What follows belongs to an exercise in optimizing a design on an open flow for small area; a production flow would make more cautious choices. The RTL was checked by simulation tests, not by an equivalence proof against the original design. The flow treats the clock pin as an ideal source, which a real chip does not have. Power and IR drop assume default switching activity.

== old ==
==> flow/design.v <==
package alu_issue_ctrl_pkg;
    localparam int DATA_WIDTH_DEF     = 32;
    localparam int ALU_OPRN_WIDTH_DEF = 6;
    localparam int REG_ADDR_WIDTH_DEF = 5;
    typedef enum logic [1:0] {
        CLR  = 2'd0,   
        RD1  = 2'd1,   
        RD2  = 2'd2,   
        DONE = 2'd3    
    } state_e;
endpackage
module alu_issue_ctrl_register_file
#(
    parameter int DATA_WIDTH     = alu_issue_ctrl_pkg::DATA_WIDTH_DEF,
    parameter int REG_ADDR_WIDTH = alu_issue_ctrl_pkg::REG_ADDR_WIDTH_DEF
) (
    input  logic                  clk_i,
    output logic [DATA_WIDTH-1:0] tap_o,
    input  logic                  we_i,
    input  logic [DATA_WIDTH-1:0] wdata_i
);
    localparam int NREG = (1 << REG_ADDR_WIDTH) - 1;
    logic [DATA_WIDTH-1:0] ring_q [NREG];
    always_ff @(posedge clk_i) begin
        ring_q[0] <= we_i ? ~wdata_i : ring_q[NREG-1];
        for (int i = 1; i < NREG; i++) begin
            ring_q[i] <= ring_q[i-1];
        end
    end
    assign tap_o = ~ring_q[NREG-1];
endmodule
module alu_issue_ctrl
#(
    parameter int DATA_WIDTH     = alu_issue_ctrl_pkg::DATA_WIDTH_DEF,
    parameter int ALU_OPRN_WIDTH = alu_issue_ctrl_pkg::ALU_OPRN_WIDTH_DEF,
    parameter int REG_ADDR_WIDTH = alu_issue_ctrl_pkg::REG_ADDR_WIDTH_DEF
) (
    input  logic                      CLK,
    input  logic                      RST,
    input  logic                      REQ_VALID,
    output logic                      REQ_READY,
    input  logic [ALU_OPRN_WIDTH-1:0] REQ_OPRN,
    input  logic [REG_ADDR_WIDTH-1:0] REQ_RS1,
    input  logic [REG_ADDR_WIDTH-1:0] REQ_RS2,
    input  logic [REG_ADDR_WIDTH-1:0] REQ_RD,
    input  logic                      REQ_IMM_SEL,
    input  logic [DATA_WIDTH-1:0]     REQ_IMM,
    output logic [DATA_WIDTH-1:0]     ALU_OP1,
    output logic [DATA_WIDTH-1:0]     ALU_OP2,
    output logic [ALU_OPRN_WIDTH-1:0] ALU_OPRN,
    input  logic [DATA_WIDTH-1:0]     ALU_RESULT,
    output logic                      RSP_VALID,
    input  logic                      RSP_READY,
    output logic [DATA_WIDTH-1:0]     RSP_DATA,
    output logic [REG_ADDR_WIDTH-1:0] RSP_RD
);
    localparam logic [REG_ADDR_WIDTH-1:0] TAG_FIRST = REG_ADDR_WIDTH'(1);
    alu_issue_ctrl_pkg::state_e state_q, state_d;
    logic [REG_ADDR_WIDTH-1:0] tag_q, tag_d;
    logic                      rsp_valid_q, rsp_valid_d;
    logic                      wb_pend_q, wb_pend_d;
    logic [REG_ADDR_WIDTH-1:0] rd_q;
    logic [DATA_WIDTH-1:0]     x_q;
    logic [DATA_WIDTH-1:0] tap;
    logic                  rf_we;
    logic                  rs1_zero, rs2_zero;
    logic                  cap_a, cap_r, wb_now;
    assign rs1_zero = (REQ_RS1 == '0);
    assign rs2_zero = (REQ_RS2 == '0);
    assign cap_a  = (state_q == alu_issue_ctrl_pkg::RD1) && REQ_VALID &&
                    (rs1_zero || (tag_q == REQ_RS1));
    assign cap_r  = (state_q == alu_issue_ctrl_pkg::RD2) && REQ_VALID &&
                    (REQ_IMM_SEL || rs2_zero || (tag_q == REQ_RS2));
    assign wb_now = wb_pend_q && (tag_q == rd_q);
    assign rf_we  = (state_q == alu_issue_ctrl_pkg::CLR) || wb_now;
    alu_issue_ctrl_register_file #(
        .DATA_WIDTH     (DATA_WIDTH),
        .REG_ADDR_WIDTH (REG_ADDR_WIDTH)
    ) u_register_file (
        .clk_i   (CLK),
        .tap_o   (tap),
        .we_i    (rf_we),
        .wdata_i (x_q)
    );
    always_comb begin
        state_d     = state_q;
        tag_d       = {tag_q[3:0], tag_q[4] ^ tag_q[2]};
        rsp_valid_d = rsp_valid_q;
        wb_pend_d   = wb_pend_q;
        unique case (state_q)
            alu_issue_ctrl_pkg::CLR: begin
                wb_pend_d = 1'b0;
                if (tag_d == TAG_FIRST && !wb_pend_q) state_d = alu_issue_ctrl_pkg::RD1;
            end
            alu_issue_ctrl_pkg::RD1:
                if (cap_a) state_d = alu_issue_ctrl_pkg::RD2;
            alu_issue_ctrl_pkg::RD2:
                if (cap_r) begin
                    state_d     = alu_issue_ctrl_pkg::DONE;
                    rsp_valid_d = 1'b1;
                    wb_pend_d   = (REQ_RD != '0);
                end
            alu_issue_ctrl_pkg::DONE: begin
                if (RSP_READY) rsp_valid_d = 1'b0;
                if (wb_now)    wb_pend_d   = 1'b0;
                if (!rsp_valid_d && !wb_pend_d) state_d = alu_issue_ctrl_pkg::RD1;
            end
            default: state_d = alu_issue_ctrl_pkg::CLR;
        endcase
    end
    always_ff @(posedge CLK or posedge RST) begin
        if (RST) begin
            state_q     <= alu_issue_ctrl_pkg::CLR;
            tag_q       <= TAG_FIRST;
            rsp_valid_q <= 1'b0;
            wb_pend_q   <= 1'b1;
        end else begin
            state_q     <= state_d;
            tag_q       <= tag_d;
            rsp_valid_q <= rsp_valid_d;
            wb_pend_q   <= wb_pend_d;
        end
    end
    always_ff @(posedge CLK) begin
        if (state_q == alu_issue_ctrl_pkg::CLR || cap_a)
            x_q <= (state_q == alu_issue_ctrl_pkg::CLR || rs1_zero) ? '0 : tap;
        else if (cap_r)
            x_q <= ALU_RESULT;
        if (cap_r)
            rd_q <= REQ_RD;
    end
    assign REQ_READY = cap_r;
    assign RSP_VALID = rsp_valid_q;
    assign RSP_DATA  = x_q;
    assign RSP_RD    = rd_q;
    assign ALU_OP1   = x_q;
    assign ALU_OP2   = REQ_IMM_SEL ? REQ_IMM : (rs2_zero ? '0 : tap);
    assign ALU_OPRN  = REQ_OPRN;
endmodule
export LEC_CHECK = 0
export ABC_AREA = 1
export CAP_MARGIN = 0
export CORE_MARGIN = 2
export CORE_UTILIZATION = 60
export PLACE_DENSITY = 0.75
export SLEW_MARGIN = 0
export BUFFER_PORTS_ARGS = -buffer_cell sky130_fd_sc_hd__buf_1
export CTS_ARGS = -sink_clustering_enable -repair_clock_nets -dont_use_dummy_load -buf_list sky130_fd_sc_hd__clkbuf_4 -sink_clustering_size 10 -sink_clustering_max_diameter 40
export POST_CTS_TCL = /design/flow/flow/post_cts.tcl
export POST_FLOORPLAN_TCL = /design/flow/flow/post_floorplan.tcl
create_clock -name core_clock -period 5.0 [get_ports {CLK}]
standard.sh (not shown) runs the stock make flow with config.mk's settings and CLKGATE_MAP_FILE= SYNTH_SCRIPT=/design/flow/synth_recipe.tcl, a recipe that flattens the netlist after the stock synthesis.
==> flow/flow/run.sh <==
#!/bin/bash
# Standard layout (standard.sh, unchanged synthesis), with smaller port
# buffers, combinational logic re-mapped for area after floorplan, a clock
# tree built from small buffers without dummy loads, and data-path cells
# downsized after CTS where timing allows.
set -euo pipefail
cat >> config.mk <<CFG
export BUFFER_PORTS_ARGS = -buffer_cell sky130_fd_sc_hd__buf_1
export CTS_ARGS = -sink_clustering_enable -repair_clock_nets -dont_use_dummy_load -buf_list sky130_fd_sc_hd__clkbuf_4 -sink_clustering_size 10 -sink_clustering_max_diameter 40
export POST_CTS_TCL = $(pwd)/flow/post_cts.tcl
export POST_FLOORPLAN_TCL = $(pwd)/flow/post_floorplan.tcl
CFG
bash standard.sh finish > flow_make.log 2>&1
==> flow/flow/filt_lib.py <==
# Write a copy of a liberty file without the given cells (for restructure,
# which does not honour set_dont_use).
import re, sys
src, dst = sys.argv[1], sys.argv[2]
drop = set(sys.argv[3:])
text = open(src).read()
out = []
i = 0
pat = re.compile(r'^\s*cell\s*\(\s*"?([A-Za-z0-9_]+)"?\s*\)\s*\{', re.M)
pos = 0
for m in pat.finditer(text):
    if m.start() < pos:
        continue
    name = m.group(1)
    # find the matching closing brace
    depth = 0
    j = m.end() - 1
    while True:
        c = text[j]
        if c == '{':
            depth += 1
        elif c == '}':
            depth -= 1
            if depth == 0:
                break
        j += 1
    if name in drop:
        out.append(text[pos:m.start()])
        pos = j + 1
open(dst, 'w').write(''.join(out) + text[pos:])
==> flow/flow/post_cts.tcl <==
# After CTS: downsize data-path cells that have slack to spare, then
# legalise the placement again.
estimate_parasitics -placement
repair_timing -recover_power 100 -setup_margin 0.3 -verbose
detailed_placement
check_placement -verbose
==> flow/flow/post_floorplan.tcl <==
# After floorplan: re-map the combinational logic for area with ABC
# (registers are left as synthesis made them). restructure does not honour
# set_dont_use, so it reads a copy of the library without the don't-use cells.
set lib [lindex $::env(LIB_FILES) 0]
set rmp_dir $::env(OBJECTS_DIR)/rmp
file mkdir $rmp_dir
set rmp_lib $rmp_dir/restructure.lib
exec python3 [file dirname [info script]]/filt_lib.py $lib $rmp_lib {*}$::env(DONT_USE_CELLS)
report_design_area
restructure -liberty_file $rmp_lib -target area \
  -tielo_port sky130_fd_sc_hd__conb_1/LO -tiehi_port sky130_fd_sc_hd__conb_1/HI \
  -work_dir $rmp_dir -abc_logfile $::env(LOG_DIR)/2_1_restructure_abc.log
report_design_area
Modified inputs, new compared to old
-- flow/design.v --
<<< old, line 23
    logic [DATA_WIDTH-1:0] ring_q [NREG];
    always_ff @(posedge clk_i) begin
        ring_q[0] <= we_i ? ~wdata_i : ring_q[NREG-1];
        for (int i = 1; i < NREG; i++) begin
            ring_q[i] <= ring_q[i-1];
        end
    end
    assign tap_o = ~ring_q[NREG-1];
endmodule
module alu_issue_ctrl
>>> new, line 23
    logic [DATA_WIDTH-1:0] ring_q [NREG];
    always_ff @(posedge clk_i) begin
        ring_q[0] <= we_i ? wdata_i : ring_q[NREG-1];
        for (int i = 1; i < NREG; i++) begin
            ring_q[i] <= ring_q[i-1];
        end
    end
    assign tap_o = ring_q[NREG-1];
endmodule
module alu_issue_ctrl
Results
- Cmp old and new / met2 capacity usage during global routing / higher: old
- Area after synthesis deteriorates in new relative to old.
- new against old: worst ir drop on vdd now smaller; global-route wire length before repair rose about 0.9%; routed wire length lost 800 um; sequential group power roughly the same; area of the core went up by 2.1%.
- Compared with old, placement density in the core of new is lower.
- new reached the end of the flow, and the finished layout is clean on the timing, design-rule and antenna checks.
- On growth of design area from synthesis to finish: between old and new, it ends up higher for old.
- new -> old: clock input transition at the sequential cells of the worst setup and hold paths flat
- [compare] base=old new=new: die extent in y increased 1.2 um; worst-case setup margin in the final layout rose by 0.93 ns.
- In new the proportion of power drawn by the clock network turned out 0.2 points higher than in old.


cedar:
RTL: the design.v shown in full above, as it stands there.
Settings: LEC_CHECK=0, ABC_AREA=1, CAP_MARGIN=0, CORE_MARGIN=2, CORE_UTILIZATION=60, PLACE_DENSITY=0.75, SLEW_MARGIN=0, BUFFER_PORTS_ARGS=-buffer_cell sky130_fd_sc_hd__buf_1, CTS_ARGS=-sink_clustering_enable -repair_clock_nets -dont_use_dummy_load -buf_list sky130_fd_sc_hd__clkbuf_4 -sink_clustering_size 11 -sink_clustering_max_diameter 45, POST_CTS_TCL=/design/flow/flow/post_cts.tcl, POST_FLOORPLAN_TCL=/design/flow/flow/post_floorplan.tcl; clock period 5.0 ns.
==> flow/flow/run.sh <==
#!/bin/bash
# Standard layout (standard.sh, unchanged synthesis), with smaller port
# buffers, combinational logic re-mapped for area after floorplan, a clock
# tree built from small buffers without dummy loads, and data-path cells
# downsized after CTS where timing allows.
set -euo pipefail
cat >> config.mk <<CFG
export BUFFER_PORTS_ARGS = -buffer_cell sky130_fd_sc_hd__buf_1
export CTS_ARGS = -sink_clustering_enable -repair_clock_nets -dont_use_dummy_load -buf_list sky130_fd_sc_hd__clkbuf_4 -sink_clustering_size 11 -sink_clustering_max_diameter 45
export POST_CTS_TCL = $(pwd)/flow/post_cts.tcl
export POST_FLOORPLAN_TCL = $(pwd)/flow/post_floorplan.tcl
CFG
bash standard.sh finish > flow_make.log 2>&1
Scripts as last shown in full above: flow/flow/filt_lib.py, flow/flow/post_cts.tcl, flow/flow/post_floorplan.tcl
### cedar -> raven
--- a/flow/design.v
+++ b/flow/design.v
@@ -59,9 +59,9 @@
     logic [REG_ADDR_WIDTH-1:0] tag_q, tag_d;
     logic                      rsp_valid_q, rsp_valid_d;
     logic                      wb_pend_q, wb_pend_d;
     logic [REG_ADDR_WIDTH-1:0] rd_q;
-    logic [DATA_WIDTH-1:0]     x_q;
+    logic [DATA_WIDTH-1:0]     x_n_q, x;
     logic [DATA_WIDTH-1:0] tap;
     logic                  rf_we;
     logic                  rs1_zero, rs2_zero;
     logic                  cap_a, cap_r, wb_now;
@@ -79,9 +79,9 @@
     ) u_register_file (
         .clk_i   (CLK),
         .tap_o   (tap),
         .we_i    (rf_we),
-        .wdata_i (x_q)
+        .wdata_i (x)
     );
     always_comb begin
         state_d     = state_q;
         tag_d       = {tag_q[3:0], tag_q[4] ^ tag_q[2]};
@@ -89,9 +89,9 @@
         wb_pend_d   = wb_pend_q;
         unique case (state_q)
             alu_issue_ctrl_pkg::CLR: begin
                 wb_pend_d = 1'b0;
-                if (tag_d == TAG_FIRST && !wb_pend_q) state_d = alu_issue_ctrl_pkg::RD1;
+                if (tag_q == TAG_FIRST && !wb_pend_q) state_d = alu_issue_ctrl_pkg::RD1;
             end
             alu_issue_ctrl_pkg::RD1:
                 if (cap_a) state_d = alu_issue_ctrl_pkg::RD2;
             alu_issue_ctrl_pkg::RD2:
@@ -120,20 +120,26 @@
             rsp_valid_q <= rsp_valid_d;
             wb_pend_q   <= wb_pend_d;
         end
     end
+    logic x_ld_tap, x_ld_res, x_hold;
+    logic [DATA_WIDTH-1:0] x_d;
+    assign x = ~x_n_q;
+    assign x_ld_tap = (state_q == alu_issue_ctrl_pkg::CLR) || cap_a;
+    assign x_ld_res = !x_ld_tap && cap_r;
+    assign x_hold   = !x_ld_tap && !cap_r;
+    assign x_d = ({DATA_WIDTH{x_ld_tap && !(state_q == alu_issue_ctrl_pkg::CLR || rs1_zero)}} & tap) |
+                 ({DATA_WIDTH{x_ld_res}} & ALU_RESULT) |
+                 ({DATA_WIDTH{x_hold}} & x);
     always_ff @(posedge CLK) begin
-        if (state_q == alu_issue_ctrl_pkg::CLR || cap_a)
-            x_q <= (state_q == alu_issue_ctrl_pkg::CLR || rs1_zero) ? '0 : tap;
-        else if (cap_r)
-            x_q <= ALU_RESULT;
+        x_n_q <= ~x_d;
         if (cap_r)
             rd_q <= REQ_RD;
     end
     assign REQ_READY = cap_r;
     assign RSP_VALID = rsp_valid_q;
-    assign RSP_DATA  = x_q;
+    assign RSP_DATA  = x;
     assign RSP_RD    = rd_q;
-    assign ALU_OP1   = x_q;
+    assign ALU_OP1   = x;
     assign ALU_OP2   = REQ_IMM_SEL ? REQ_IMM : (rs2_zero ? '0 : tap);
     assign ALU_OPRN  = REQ_OPRN;
 endmodule
Compared with cedar, count of vias placed by the detailed router in raven increased slightly.
Against cedar, global-route wire length before repair in raven rose slightly.
cedar → raven: post-layout instance area -0.74%, clock power share went up by 9.2 points.
On global-route usage: raven sits below cedar.
Going from cedar to raven, number of non-filler instances in the completed layout grows by 7.
Changes observed in raven relative to cedar: die span in x picked up an extra 0.85%, share of the cycle needed by the critical path after routing lost 8.1 points.
raven vs cedar, non-clock buffer count went down by 1.
What cedar reported for power has to be multiplied by 0.66 to get the figure for raven.
cedar vs raven, last element of the critical path: REQ_READY vs x_n_q[2]
Against cedar, raven reports a end-of-flow core utilization that is lower.
Sort cedar and raven by total placed cells including tap cells desc -> top: raven
Looking at highest metal layer with signal wires, the met5 result is from raven; the met4 one comes from cedar.


== north ==
alu_issue_ctrl with an RTL version that a note above also has.
Size: about 1400 cells after synthesis, roughly 200 I/O pins.
Design alu_issue_ctrl, start of the top module:
module alu_issue_ctrl
#(
    parameter int DATA_WIDTH     = alu_issue_ctrl_pkg::DATA_WIDTH_DEF,
    parameter int ALU_OPRN_WIDTH = alu_issue_ctrl_pkg::ALU_OPRN_WIDTH_DEF,
    parameter int REG_ADDR_WIDTH = alu_issue_ctrl_pkg::REG_ADDR_WIDTH_DEF
) (
    input  logic                      CLK,
    input  logic                      RST,
    input  logic                      REQ_VALID,
    output logic                      REQ_READY,
    input  logic [ALU_OPRN_WIDTH-1:0] REQ_OPRN,
    input  logic [REG_ADDR_WIDTH-1:0] REQ_RS1,
    input  logic [REG_ADDR_WIDTH-1:0] REQ_RS2,
    input  logic [REG_ADDR_WIDTH-1:0] REQ_RD,
    input  logic                      REQ_IMM_SEL,
    input  logic [DATA_WIDTH-1:0]     REQ_IMM,
    output logic [DATA_WIDTH-1:0]     ALU_OP1,
    output logic [DATA_WIDTH-1:0]     ALU_OP2,
    output logic [ALU_OPRN_WIDTH-1:0] ALU_OPRN,
    input  logic [DATA_WIDTH-1:0]     ALU_RESULT,
    output logic                      RSP_VALID,
    input  logic                      RSP_READY,
    output logic [DATA_WIDTH-1:0]     RSP_DATA,
    output logic [REG_ADDR_WIDTH-1:0] RSP_RD
);
==> module alu_issue_ctrl_register_file, before the edit <==
module alu_issue_ctrl_register_file
#(
    parameter int DATA_WIDTH     = alu_issue_ctrl_pkg::DATA_WIDTH_DEF,
    parameter int REG_ADDR_WIDTH = alu_issue_ctrl_pkg::REG_ADDR_WIDTH_DEF
) (
    input  logic                  clk_i,
    output logic [DATA_WIDTH-1:0] tap_o,
    input  logic                  we_i,
    input  logic [DATA_WIDTH-1:0] wdata_i
);
    localparam int NREG = (1 << REG_ADDR_WIDTH) - 1;
    logic [DATA_WIDTH-1:0] ring_q [NREG];
    always_ff @(posedge clk_i) begin
        ring_q[0] <= we_i ? wdata_i : ring_q[NREG-1];
        for (int i = 1; i < NREG; i++) begin
            ring_q[i] <= ring_q[i-1];
        end
    end
    assign tap_o = ring_q[NREG-1];
endmodule
==> module alu_issue_ctrl, before the edit <==
module alu_issue_ctrl
#(
    parameter int DATA_WIDTH     = alu_issue_ctrl_pkg::DATA_WIDTH_DEF,
    parameter int ALU_OPRN_WIDTH = alu_issue_ctrl_pkg::ALU_OPRN_WIDTH_DEF,
    parameter int REG_ADDR_WIDTH = alu_issue_ctrl_pkg::REG_ADDR_WIDTH_DEF
) (
    input  logic                      CLK,
    input  logic                      RST,
    input  logic                      REQ_VALID,
    output logic                      REQ_READY,
    input  logic [ALU_OPRN_WIDTH-1:0] REQ_OPRN,
    input  logic [REG_ADDR_WIDTH-1:0] REQ_RS1,
    input  logic [REG_ADDR_WIDTH-1:0] REQ_RS2,
    input  logic [REG_ADDR_WIDTH-1:0] REQ_RD,
    input  logic                      REQ_IMM_SEL,
    input  logic [DATA_WIDTH-1:0]     REQ_IMM,
    output logic [DATA_WIDTH-1:0]     ALU_OP1,
    output logic [DATA_WIDTH-1:0]     ALU_OP2,
    output logic [ALU_OPRN_WIDTH-1:0] ALU_OPRN,
    input  logic [DATA_WIDTH-1:0]     ALU_RESULT,
    output logic                      RSP_VALID,
    input  logic                      RSP_READY,
    output logic [DATA_WIDTH-1:0]     RSP_DATA,
    output logic [REG_ADDR_WIDTH-1:0] RSP_RD
);
    localparam logic [REG_ADDR_WIDTH-1:0] TAG_FIRST = REG_ADDR_WIDTH'(1);
    alu_issue_ctrl_pkg::state_e state_q, state_d;
    logic [REG_ADDR_WIDTH-1:0] tag_q, tag_d;
    logic                      rsp_valid_q, rsp_valid_d;
    logic                      wb_pend_q, wb_pend_d;
    logic [REG_ADDR_WIDTH-1:0] rd_q;
    logic [DATA_WIDTH-1:0]     x_q;
    logic [DATA_WIDTH-1:0] tap;
    logic                  rf_we;
    logic                  rs1_zero, rs2_zero;
    logic                  cap_a, cap_r, wb_now;
    assign rs1_zero = (REQ_RS1 == '0);
    assign rs2_zero = (REQ_RS2 == '0);
    assign cap_a  = (state_q == alu_issue_ctrl_pkg::RD1) && REQ_VALID &&
                    (rs1_zero || (tag_q == REQ_RS1));
    assign cap_r  = (state_q == alu_issue_ctrl_pkg::RD2) && REQ_VALID &&
                    (REQ_IMM_SEL || rs2_zero || (tag_q == REQ_RS2));
    assign wb_now = wb_pend_q && (tag_q == rd_q);
    assign rf_we  = (state_q == alu_issue_ctrl_pkg::CLR) || wb_now;
    alu_issue_ctrl_register_file #(
        .DATA_WIDTH     (DATA_WIDTH),
        .REG_ADDR_WIDTH (REG_ADDR_WIDTH)
    ) u_register_file (
        .clk_i   (CLK),
        .tap_o   (tap),
        .we_i    (rf_we),
        .wdata_i (x_q)
    );
    always_comb begin
        state_d     = state_q;
        tag_d       = {tag_q[3:0], tag_q[4] ^ tag_q[2]};
        rsp_valid_d = rsp_valid_q;
        wb_pend_d   = wb_pend_q;
        unique case (state_q)
            alu_issue_ctrl_pkg::CLR: begin
                wb_pend_d = 1'b0;
                if (tag_d == TAG_FIRST && !wb_pend_q) state_d = alu_issue_ctrl_pkg::RD1;
            end
            alu_issue_ctrl_pkg::RD1:
                if (cap_a) state_d = alu_issue_ctrl_pkg::RD2;
            alu_issue_ctrl_pkg::RD2:
                if (cap_r) begin
                    state_d     = alu_issue_ctrl_pkg::DONE;
                    rsp_valid_d = 1'b1;
                    wb_pend_d   = (REQ_RD != '0);
                end
            alu_issue_ctrl_pkg::DONE: begin
                if (RSP_READY) rsp_valid_d = 1'b0;
                if (wb_now)    wb_pend_d   = 1'b0;
                if (!rsp_valid_d && !wb_pend_d) state_d = alu_issue_ctrl_pkg::RD1;
            end
            default: state_d = alu_issue_ctrl_pkg::CLR;
        endcase
    end
    always_ff @(posedge CLK or posedge RST) begin
        if (RST) begin
            state_q     <= alu_issue_ctrl_pkg::CLR;
            tag_q       <= TAG_FIRST;
            rsp_valid_q <= 1'b0;
            wb_pend_q   <= 1'b1;
        end else begin
            state_q     <= state_d;
            tag_q       <= tag_d;
            rsp_valid_q <= rsp_valid_d;
            wb_pend_q   <= wb_pend_d;
        end
    end
    always_ff @(posedge CLK) begin
        if (state_q == alu_issue_ctrl_pkg::CLR || cap_a)
            x_q <= (state_q == alu_issue_ctrl_pkg::CLR || rs1_zero) ? '0 : tap;
        else if (cap_r)
            x_q <= ALU_RESULT;
        if (cap_r)
            rd_q <= REQ_RD;
    end
    assign REQ_READY = cap_r;
    assign RSP_VALID = rsp_valid_q;
    assign RSP_DATA  = x_q;
    assign RSP_RD    = rd_q;
    assign ALU_OP1   = x_q;
    assign ALU_OP2   = REQ_IMM_SEL ? REQ_IMM : (rs2_zero ? '0 : tap);
    assign ALU_OPRN  = REQ_OPRN;
endmodule
export LEC_CHECK = 0
export ABC_AREA = 1
export CAP_MARGIN = 0
export CORE_MARGIN = 2
export CORE_UTILIZATION = 60
export PLACE_DENSITY = 0.75
export SLEW_MARGIN = 0
export BUFFER_PORTS_ARGS = -buffer_cell sky130_fd_sc_hd__buf_1
export CTS_ARGS = -sink_clustering_enable -repair_clock_nets -dont_use_dummy_load -buf_list sky130_fd_sc_hd__clkbuf_4 -sink_clustering_size 11 -sink_clustering_max_diameter 45
export POST_CTS_TCL = /design/flow/flow/post_cts.tcl
export POST_FLOORPLAN_TCL = /design/flow/flow/post_floorplan.tcl
create_clock -name core_clock -period 5.0 [get_ports {CLK}]
Scripts as last shown in full above: flow/flow/run.sh, flow/flow/filt_lib.py, flow/flow/post_cts.tcl, flow/flow/post_floorplan.tcl
north: flow completed, timing, DRC and antenna clean
Here is what was changed in the inputs of south compared with north.
-- flow/design.v --
<<< north, line 23
    logic [DATA_WIDTH-1:0] ring_q [NREG];
    always_ff @(posedge clk_i) begin
        ring_q[0] <= we_i ? wdata_i : ring_q[NREG-1];
        for (int i = 1; i < NREG; i++) begin
            ring_q[i] <= ring_q[i-1];
        end
    end
    assign tap_o = ring_q[NREG-1];
endmodule
module alu_issue_ctrl
>>> south, line 23
    logic [DATA_WIDTH-1:0] ring_q [NREG];
    always_ff @(posedge clk_i) begin
        ring_q[0] <= we_i ? ~wdata_i : ring_q[NREG-1];
        for (int i = 1; i < NREG; i++) begin
            ring_q[i] <= ring_q[i-1];
        end
    end
    assign tap_o = ~ring_q[NREG-1];
endmodule
module alu_issue_ctrl
<<< north, line 122
        end
    end
    always_ff @(posedge CLK) begin
        if (state_q == alu_issue_ctrl_pkg::CLR || cap_a)
            x_q <= (state_q == alu_issue_ctrl_pkg::CLR || rs1_zero) ? '0 : tap;
        else if (cap_r)
            x_q <= ALU_RESULT;
        if (cap_r)
            rd_q <= REQ_RD;
>>> south, line 122
        end
    end
    logic x_ld_tap, x_ld_res, x_hold;
    logic [DATA_WIDTH-1:0] x_d;
    assign x_ld_tap = (state_q == alu_issue_ctrl_pkg::CLR) || cap_a;
    assign x_ld_res = !x_ld_tap && cap_r;
    assign x_hold   = !x_ld_tap && !cap_r;
    assign x_d = ({DATA_WIDTH{x_ld_tap && !(state_q == alu_issue_ctrl_pkg::CLR || rs1_zero)}} & tap) |
                 ({DATA_WIDTH{x_ld_res}} & ALU_RESULT) |
                 ({DATA_WIDTH{x_hold}} & x_q);
    always_ff @(posedge CLK) begin
        x_q <= x_d;
        if (cap_r)
            rd_q <= REQ_RD;
--- outcome ---
- Status: fraction of layout cells with a size suffix above 1 parity (south, north)
- The run showing the greater mean instance size in the synthesized netlist is north.
- Compared with north, in south fraction of area in multi-input gates increased 0.32 points, setup-violating endpoint count in the final report held, minimum clock period after layout up 0.76 ns, die area ~0 delta.
- Global-route usage: south vs north down 0.37 points
- The number of enable-type register cells in the synthesized netlist number comes out lower for south vs north.
- Comparing south and north, the lower area occupied by multi-input gates was measured on north.
- Going from north to south, combinational power share shrinks by 1.3 points.
- Summary — clock skew, south relative to north: lower, by 0.0088 ns.
- south vs north — total of plain and repair buffers excluding clock buffers rose about 0.5%.

-- static timing again, ports no longer ideal --
In the flow no input, the clock included, has a driving cell. The finished layouts below were timed again as built, in two steps. Step 1 (the two cells are an assumption about what drives the block):
set clk [get_ports {CLK}]
set_driving_cell -lib_cell sky130_fd_sc_hd__clkbuf_16 $clk
set_driving_cell -lib_cell sky130_fd_sc_hd__buf_2 [delete_from_list [all_inputs] $clk]
Step 2, shift: input delay + t, output delay - t, t = (earliest + latest rising clock arrival at the registers) / 2. This alone moves slack from input paths to output paths. Three values: ideal ports, drivers, drivers and shift; two values: the first two.
| run | shift t [ns] | setup slack, ns | worst setup path at the end | clock arrival spread, ns | cell pins on the clock port's net |
|---|---|---|---|---|---|
| old | 0.810 | 0.518 / 0.473 / 1.027 | input to output | 0.077 / 0.076 | 1 |
| new | 0.803 | 1.444 / 1.395 / 1.422 | input to output | 0.066 / 0.067 | 1 |
| cedar | 0.807 | 0.597 / 0.553 / 1.078 | input to output | 0.100 / 0.100 | 1 |
| raven | 0.783 | 0.999 / 0.999 / 0.464 | input to register | 0.077 / 0.077 | 1 |
| north | 0.785 | 1.444 / 1.412 / 1.421 | input to output | 0.087 / 0.087 | 1 |
| south | 0.792 | 0.680 / 0.659 / 0.659 | input to output | 0.041 / 0.040 | 1 |
After both steps setup and hold are still met in every run listed. For raven, which loses most, drivers alone change the setup slack by 0.000 ns; drivers and shift together by -0.535 ns.
